From an optimization exercise on the open Yosys and OpenROAD flow, aimed at small area, a short achievable clock period and few clock cycles per item; shortcuts taken in it are not production practice.
RTL that was checked went through simulation tests only; none was proved equivalent to the original.
Power figures rest on the tool's default switching activity, not on a simulated workload.

zinc:
==> flow/design.v <==
module scalar_kalman_filter (
  input  logic                 clk,
  input  logic                 rst,
  input  logic                 cfg_we,
  input  logic [2:0]           cfg_index,
  input  logic [31:0]          cfg_data,
  input  logic                 obs_valid,
  output logic                 obs_ready,
  input  logic [31:0]          obs_observation,
  input  logic                 obs_restart,
  output logic                 res_valid,
  input  logic                 res_ready,
  output logic [31:0]          res_estimate,
  output logic [16:0]          res_gain,
  output logic [31:0]          res_error_variance
);
  logic [31:0] cfg_r, cfg_q, cfg_x0, cfg_p0;
  logic        res_vld;
  logic [31:0] obs_q;
  logic        obs_rs_q;
  logic        obs_full;
  logic        busy;
  logic [3:0]  cnt;
  logic [32:0] rem;       
  logic [32:0] den;       
  logic [31:0] pm_q;      
  logic [32:0] dif;       
  logic        r0_q;      
  logic        one_q;     
  logic [15:0] kd;        
  logic [1:0]  qd_q;      
  logic [49:0] xacc;      
  logic [48:0] uacc;      
  logic fin, fire, start, accept, iter, acc;
  assign fin    = busy && (cnt == 4'd9);
  assign fire   = fin && res_ready;
  assign start  = obs_full && (fire || !busy);
  assign obs_ready = !obs_full;
  assign accept = obs_valid && obs_ready;
  assign iter   = busy && !cnt[3];
  assign acc    = busy && (cnt != 4'd0) && (cnt != 4'd9);
  logic        xcorr;
  logic [31:0] est_new, var_new;
  assign xcorr   = dif[32] && (xacc[15:0] != 16'd0);
  assign est_new = xacc[47:16] + {31'd0, xcorr};
  assign var_new = uacc[47:16];
  logic [31:0] x_b, p_b;
  logic [32:0] dif_nx;
  logic [32:0] pm_raw;
  logic [33:0] den_raw;
  logic [32:0] den_sat;
  logic [31:0] pm_nx;
  logic [32:0] den_nx;
  logic        r0, one_nx;
  assign x_b    = obs_rs_q ? cfg_x0 : est_new;
  assign p_b    = obs_rs_q ? cfg_p0 : var_new;
  assign dif_nx = obs_rs_q ? ({obs_q[31], obs_q} - {cfg_x0[31], cfg_x0})
                           : ({obs_q[31], obs_q} + ~xacc[48:16] + {32'd0, !xcorr});
  assign pm_raw  = {1'b0, p_b} + {1'b0, cfg_q};
  logic [33:0] dn_s, dn_c;
  assign dn_s    = {2'b0, p_b ^ cfg_q ^ cfg_r};
  assign dn_c    = {1'b0, (p_b & cfg_q) | (p_b & cfg_r) | (cfg_q & cfg_r), 1'b0};
  assign den_raw = dn_s + dn_c;
  assign den_sat = {1'b0, 32'hFFFF_FFFF} + {1'b0, cfg_r};
  assign pm_nx   = pm_raw[32] ? 32'hFFFF_FFFF : pm_raw[31:0];
  assign den_nx  = pm_raw[32] ? den_sat : den_raw[32:0];
  assign r0      = (cfg_r == 32'd0);
  assign one_nx  = r0 && ((p_b != 32'd0) || (cfg_q != 32'd0));
  logic [35:0] r4, t1, t2, t3;
  logic [1:0]  qd;
  logic [32:0] rem_nx;
  assign r4 = {1'b0, rem, 2'b00};
  assign t1 = r4 - {3'b0, den};
  assign t2 = r4 - {2'b0, den, 1'b0};
  logic [35:0] t3a, t3b, t3s, t3c;
  assign t3a = ~{3'b0, den};
  assign t3b = ~{2'b0, den, 1'b0};
  assign t3s = r4 ^ t3a ^ t3b;
  assign t3c = {(r4[34:0] & t3a[34:0]) | (r4[34:0] & t3b[34:0]) | (t3a[34:0] & t3b[34:0]), 1'b1};
  assign t3 = t3s + t3c + 36'd1;
  always_comb begin
    if (r0_q) begin
      qd = 2'd0;
    end else if (!t3[35]) begin
      qd = 2'd3;
    end else if (!t2[35]) begin
      qd = 2'd2;
    end else if (!t1[35]) begin
      qd = 2'd1;
    end else begin
      qd = 2'd0;
    end
  end
  always_comb begin
    unique case (qd)
      2'd3:    rem_nx = t3[32:0];
      2'd2:    rem_nx = t2[32:0];
      2'd1:    rem_nx = t1[32:0];
      default: rem_nx = r4[32:0];
    endcase
  end
  logic [49:0] xacc_nx;
  logic [48:0] uacc_nx;
  logic [49:0] xa, xb, xs3, xc3;
  logic [48:0] ua, ub, us3, uc3;
  assign xa  = {xacc[47:0], 2'b00};
  assign xb  = qd_q[1] ? {{16{dif[32]}}, dif, 1'b0} : 50'd0;
  assign xs3 = xa ^ xb ^ (qd_q[0] ? {{17{dif[32]}}, dif} : 50'd0);
  assign xc3 = {(xa[48:0] & xb[48:0]) | ((xa[48:0] | xb[48:0]) & (qd_q[0] ? {{16{dif[32]}}, dif} : 49'd0)), 1'b0};
  assign xacc_nx = xs3 + xc3;
  assign ua  = {uacc[46:0], 2'b00};
  assign ub  = qd_q[1] ? ~{16'd0, pm_q, 1'b0} : 49'd0;
  logic [48:0] u3;
  assign u3  = qd_q[0] ? ~{17'd0, pm_q} : 49'd0;
  assign us3 = ua ^ ub ^ u3;
  assign uc3 = {(ua[47:0] & ub[47:0]) | ((ua[47:0] | ub[47:0]) & u3[47:0]), qd_q[1]};
  assign uacc_nx = us3 + uc3 + {48'd0, qd_q[0]};
  always_ff @(posedge clk) begin
    if (rst) begin
      cfg_r  <= 32'd65536;
      cfg_q  <= 32'd655;
      cfg_x0 <= 32'd0;
      cfg_p0 <= 32'd65536;
    end else if (cfg_we) begin
      case (cfg_index)
        3'd0: cfg_r  <= cfg_data;
        3'd1: cfg_q  <= cfg_data;
        3'd2: cfg_x0 <= cfg_data;
        3'd3: cfg_p0 <= cfg_data;
        default: ;
      endcase
    end
  end
  always_ff @(posedge clk) begin
    if (rst) begin
      obs_full <= 1'b0;
    end else if (accept) begin
      obs_full <= 1'b1;
    end else if (start) begin
      obs_full <= 1'b0;
    end
  end
  always_ff @(posedge clk) begin
    if (accept) begin
      obs_q    <= obs_observation;
      obs_rs_q <= obs_restart;
    end
  end
  always_ff @(posedge clk) begin
    if (rst) begin
      busy <= 1'b0;
      cnt  <= 4'd0;
    end else if (start) begin
      busy <= 1'b1;
      cnt  <= 4'd0;
    end else if (fire) begin
      busy <= 1'b0;
    end else if (busy && !fin) begin
      cnt  <= cnt + 4'd1;
    end
  end
  always_ff @(posedge clk) begin
    if (rst) begin
      res_vld <= 1'b0;
    end else if (busy && (cnt == 4'd8)) begin
      res_vld <= 1'b1;
    end else if (res_ready) begin
      res_vld <= 1'b0;
    end
  end
  always_ff @(posedge clk) begin
    if (rst) begin
      xacc <= 50'd0;
      uacc <= {17'd1, 32'd0};
      dif  <= 33'd0;
    end else if (start) begin
      xacc <= one_nx ? {{18{obs_q[31]}}, obs_q} : {{18{x_b[31]}}, x_b};
      uacc <= one_nx ? 49'd0 : {17'd0, pm_nx};
      dif  <= dif_nx;
    end else if (acc) begin
      xacc <= xacc_nx;
      uacc <= uacc_nx;
    end
  end
  always_ff @(posedge clk) begin
    if (start) begin
      rem   <= {1'b0, pm_nx};
      den   <= den_nx;
      pm_q  <= pm_nx;
      r0_q  <= r0;
      one_q <= one_nx;
      kd    <= 16'd0;
      qd_q  <= 2'd0;
    end else if (iter) begin
      rem   <= rem_nx;
      kd    <= {kd[13:0], qd};
      qd_q  <= qd;
    end
  end
  assign res_valid          = res_vld;
  assign res_estimate       = est_new;
  assign res_gain           = {one_q, kd};
  assign res_error_variance = var_new;
endmodule
clock: 11.0 ns
lec_check: 0
cap_margin: 20
core_margin: 2
core_utilization: 40
slew_margin: 20
run.sh (not shown) runs the stock make flow with config.mk's settings and CLKGATE_MAP_FILE= SYNTH_SCRIPT=/design/flow/synth_recipe.tcl, a recipe that flattens the netlist after the stock synthesis.
zinc went all the way through synthesis, placement and routing and the layout is clean on timing, DRC and antenna.
diff inputs: zinc => yarrow
--- a/flow/design.v
+++ b/flow/design.v
@@ -32,13 +32,13 @@
   logic [49:0] xacc;      
   logic [48:0] uacc;      
   logic fin, fire, start, accept, iter, acc;
   assign fin    = busy && (cnt == 4'd9);
   assign fire   = fin && res_ready;
   assign start  = obs_full && (fire || !busy);
-  assign obs_ready = !obs_full;
+  assign obs_ready = !obs_full || start;
   assign accept = obs_valid && obs_ready;
   assign iter   = busy && !cnt[3];
   assign acc    = busy && (cnt != 4'd0) && (cnt != 4'd9);
   logic        xcorr;
   logic [31:0] est_new, var_new;
   assign xcorr   = dif[32] && (xacc[15:0] != 16'd0);
@@ -62,13 +62,13 @@
   assign dn_c    = {1'b0, (p_b & cfg_q) | (p_b & cfg_r) | (cfg_q & cfg_r), 1'b0};
   assign den_raw = dn_s + dn_c;
   assign den_sat = {1'b0, 32'hFFFF_FFFF} + {1'b0, cfg_r};
   assign pm_nx   = pm_raw[32] ? 32'hFFFF_FFFF : pm_raw[31:0];
   assign den_nx  = pm_raw[32] ? den_sat : den_raw[32:0];
   assign r0      = (cfg_r == 32'd0);
-  assign one_nx  = r0 && ((p_b != 32'd0) || (cfg_q != 32'd0));
+  assign one_nx  = r0 && (pm_nx != 32'd0);
   logic [35:0] r4, t1, t2, t3;
   logic [1:0]  qd;
   logic [32:0] rem_nx;
   assign r4 = {1'b0, rem, 2'b00};
   assign t1 = r4 - {3'b0, den};
   assign t2 = r4 - {2'b0, den, 1'b0};
## What came out
- yarrow against zinc: die area was more or less identical; placed wire-length estimate after detailed placement went down by 1.8%.
- On share of the synthesized netlist area taken by xor and xnor gates, yarrow and zinc are basically level.
- Diff zinc -> yarrow | logic depth of the worst path, buffers included | decrease of 4
- Cmp yarrow and zinc / via count of the routed design / lower: yarrow
Testbench counts of yarrow, summed over its fixed seeds: cycles 16,016, items 1,600.
The RTL of zinc was laid out without a check of its function.

== wip/juniper ==
Another version of the RTL of scalar_kalman_filter (not shown whole).
For scale: about 4400 cells after synthesis, ~410 flip-flops.
Design scalar_kalman_filter, start of the top module:
module scalar_kalman_filter (
  input  logic                 clk,
  input  logic                 rst,
  input  logic                 cfg_we,
  input  logic [2:0]           cfg_index,
  input  logic [31:0]          cfg_data,
  input  logic                 obs_valid,
  output logic                 obs_ready,
  input  logic [31:0]          obs_observation,
  input  logic                 obs_restart,
  output logic                 res_valid,
  input  logic                 res_ready,
  output logic [31:0]          res_estimate,
  output logic [16:0]          res_gain,
  output logic [31:0]          res_error_variance
);
Settings: LEC_CHECK=0, CAP_MARGIN=20, CORE_MARGIN=2, CORE_UTILIZATION=60, CTS_CLUSTER_DIAMETER=80, CTS_CLUSTER_SIZE=40, SETUP_SLACK_MARGIN=5, SLEW_MARGIN=20, TNS_END_PERCENT=100; clock period 11.0 ns.
standard.sh (not shown) runs the stock make flow with config.mk's settings and CLKGATE_MAP_FILE= SYNTH_SCRIPT=/design/flow/synth_recipe.tcl, a recipe that flattens the netlist after the stock synthesis.
==> flow/flow/run.sh <==
#!/bin/bash
set -euo pipefail
sed -e 's/SETUP_SLACK_MARGIN=[0-9.]*/SETUP_SLACK_MARGIN=6.8/' standard.sh > standard_margin.sh
grep -q 'SETUP_SLACK_MARGIN=6.8' standard_margin.sh
bash standard_margin.sh > standard.log 2>&1
Testbench counts of wip/juniper, summed over its fixed seeds: cycles 16,024, items 1,600.
Modified inputs, wip/maple compared to wip/juniper
-- flow/design.v --
<<< wip/juniper, line 16
);
  logic [31:0] cfg_r, cfg_q, cfg_x0, cfg_p0;
  logic        res_vld;
  logic [31:0] obs_q;
>>> wip/maple, line 16
);
  logic [31:0] cfg_r, cfg_q, cfg_x0, cfg_p0;
  logic        cfg_r_zero, cfg_q_nz;    
  logic        fresh;
  logic        res_vld;
  logic [31:0] obs_q;
<<< wip/juniper, line 32
  logic [49:0] xacc;      
  logic [48:0] uacc;      
  logic fin, fire, go, prep, start, accept, iter, acc;
  assign fin    = busy && (cnt == 4'd9);
  assign fire   = fin && res_ready;
  assign go     = obs_full && (fire || !busy);
  assign prep   = go && obs_rs_q;
  assign start  = go && !obs_rs_q;
  assign obs_ready = !obs_full;
  assign accept = obs_valid && obs_ready;
>>> wip/maple, line 34
  logic [49:0] xacc;      
  logic [48:0] uacc;      
  logic fin, fire, start, accept, iter, acc;
  assign fin    = busy && (cnt == 4'd9);
  assign fire   = fin && res_ready;
  assign start  = obs_full && (fire || !busy);
  assign obs_ready = !obs_full;
  assign accept = obs_valid && obs_ready;
<<< wip/juniper, line 53
  logic [32:0] den_nx;
  logic        r0, one_nx;
  assign x_b    = est_new;
  assign p_b    = var_new;
  assign dif_nx = {obs_q[31], obs_q} - xacc[48:16];
  assign pm_raw  = {1'b0, p_b} + {1'b0, cfg_q};
  logic [33:0] dn_s, dn_c;
>>> wip/maple, line 53
  logic [32:0] den_nx;
  logic        r0, one_nx;
  assign x_b    = obs_rs_q ? cfg_x0 : (fresh ? 32'd0 : est_new);
  assign p_b    = obs_rs_q ? cfg_p0 : (fresh ? 32'd65536 : var_new);
  assign dif_nx = {obs_q[31], obs_q} - (obs_rs_q ? {cfg_x0[31], cfg_x0} : (fresh ? 33'd0 : xacc[48:16]));
  assign pm_raw  = {1'b0, p_b} + {1'b0, cfg_q};
  logic [33:0] dn_s, dn_c;
<<< wip/juniper, line 64
  assign pm_nx   = pm_raw[32] ? 32'hFFFF_FFFF : pm_raw[31:0];
  assign den_nx  = pm_raw[32] ? den_sat : den_raw[32:0];
  assign r0      = (cfg_r == 32'd0);
  assign one_nx  = r0 && ((p_b != 32'd0) || (cfg_q != 32'd0));
  logic [35:0] r4, t1, t2, t3;
  logic [1:0]  qd;
>>> wip/maple, line 64
  assign pm_nx   = pm_raw[32] ? 32'hFFFF_FFFF : pm_raw[31:0];
  assign den_nx  = pm_raw[32] ? den_sat : den_raw[32:0];
  assign r0      = cfg_r_zero;
  assign one_nx  = r0 && ((p_b != 32'd0) || cfg_q_nz);
  logic [35:0] r4, t1, t2, t3;
  logic [1:0]  qd;
<<< wip/juniper, line 121
      cfg_x0 <= 32'd0;
      cfg_p0 <= 32'd65536;
    end else if (cfg_we) begin
      case (cfg_index)
        3'd0: cfg_r  <= cfg_data;
        3'd1: cfg_q  <= cfg_data;
        3'd2: cfg_x0 <= cfg_data;
        3'd3: cfg_p0 <= cfg_data;
>>> wip/maple, line 121
      cfg_x0 <= 32'd0;
      cfg_p0 <= 32'd65536;
      cfg_r_zero <= 1'b0;
      cfg_q_nz   <= 1'b1;
    end else if (cfg_we) begin
      case (cfg_index)
        3'd0: begin
          cfg_r      <= cfg_data;
          cfg_r_zero <= (cfg_data == 32'd0);
        end
        3'd1: begin
          cfg_q      <= cfg_data;
          cfg_q_nz   <= (cfg_data != 32'd0);
        end
        3'd2: cfg_x0 <= cfg_data;
        3'd3: cfg_p0 <= cfg_data;
<<< wip/juniper, line 143
    if (accept) begin
      obs_q    <= obs_observation;
    end
    if (accept) begin
      obs_rs_q <= obs_restart;
    end else if (prep) begin
      obs_rs_q <= 1'b0;
    end
  end
>>> wip/maple, line 151
    if (accept) begin
      obs_q    <= obs_observation;
      obs_rs_q <= obs_restart;
    end
  end
  always_ff @(posedge clk) begin
    if (rst) begin
      fresh <= 1'b1;
    end else if (start) begin
      fresh <= 1'b0;
    end
  end
<<< wip/juniper, line 173
  end
  always_ff @(posedge clk) begin
    if (rst) begin
      xacc <= 50'd0;
      uacc <= {17'd1, 32'd0};
      dif  <= 33'd0;
    end else if (prep) begin
      xacc <= {{2{cfg_x0[31]}}, cfg_x0, 16'd0};
      uacc <= {1'b0, cfg_p0, 16'd0};
    end else if (start) begin
      xacc <= one_nx ? {{18{obs_q[31]}}, obs_q} : {{18{x_b[31]}}, x_b};
      uacc <= one_nx ? 49'd0 : {17'd0, pm_nx};
>>> wip/maple, line 184
  end
  always_ff @(posedge clk) begin
    if (start) begin
      xacc <= one_nx ? {{18{obs_q[31]}}, obs_q} : {{18{x_b[31]}}, x_b};
      uacc <= one_nx ? 49'd0 : {17'd0, pm_nx};
==> results.txt <==
wip/maple reached the final stage; the timing, design-rule and antenna checks on its layout passed.
Die extent in y, wip/maple and wip/juniper: larger value in wip/juniper
Compared with wip/juniper, wip/maple shows a higher register share of the cell area.
Taking wip/juniper as the reference, in wip/maple global-route total usage across every layer picked up an extra 1.3 points, final instance area picked up an extra about 2.5%, clock power neither gained nor lost much, final net count lost 233.
wip/maple: cell count 4.5% below wip/juniper
wip/juniper ended up with met4 as its uppermost signal routing layer after detailed routing; wip/maple ended up with met5.
Looking at number of non-clock inverters, wip/maple sits 29 below wip/juniper.
Power in wip/maple is about 34% above wip/juniper.
For wip/maple, only the layout was checked, not whether the RTL still works.

separate check: timing with driven ports:
The flow's constraints put no driver on any port. The routed layouts listed below were extracted and timed again, unchanged, in two steps.
Step 1: set_driving_cell puts a clkbuf_16 on clk and a buf_2 on each other input, an assumption about the parent block.
Step 2 adds t to the input delays and takes it off the output delays; t is the mean of the earliest and latest rising clock arrival at the registers after step 1. Input paths then give back, and output paths get back, about the clock's delay inside the block.
Three values: ideal, step 1, step 2; two values: the first two.
run | t (ns) | setup WS [ns] | worst setup path at the end | pins driven straight from the clock port
zinc | 0.690 | 4.610 / 4.547 / 5.237 | register to output | 1
yarrow | 0.686 | 4.625 / 4.567 / 4.598 | input to output | 1
wip/juniper | 0.692 | 6.784 / 6.746 / 6.276 | input to register | 1
wip/maple | 0.679 | 6.666 / 6.666 / 6.266 | input to register | 1
After both steps setup and hold are still met in every run listed. For wip/juniper, which loses most, drivers alone change the setup slack by -0.038 ns; drivers and shift together by -0.508 ns.
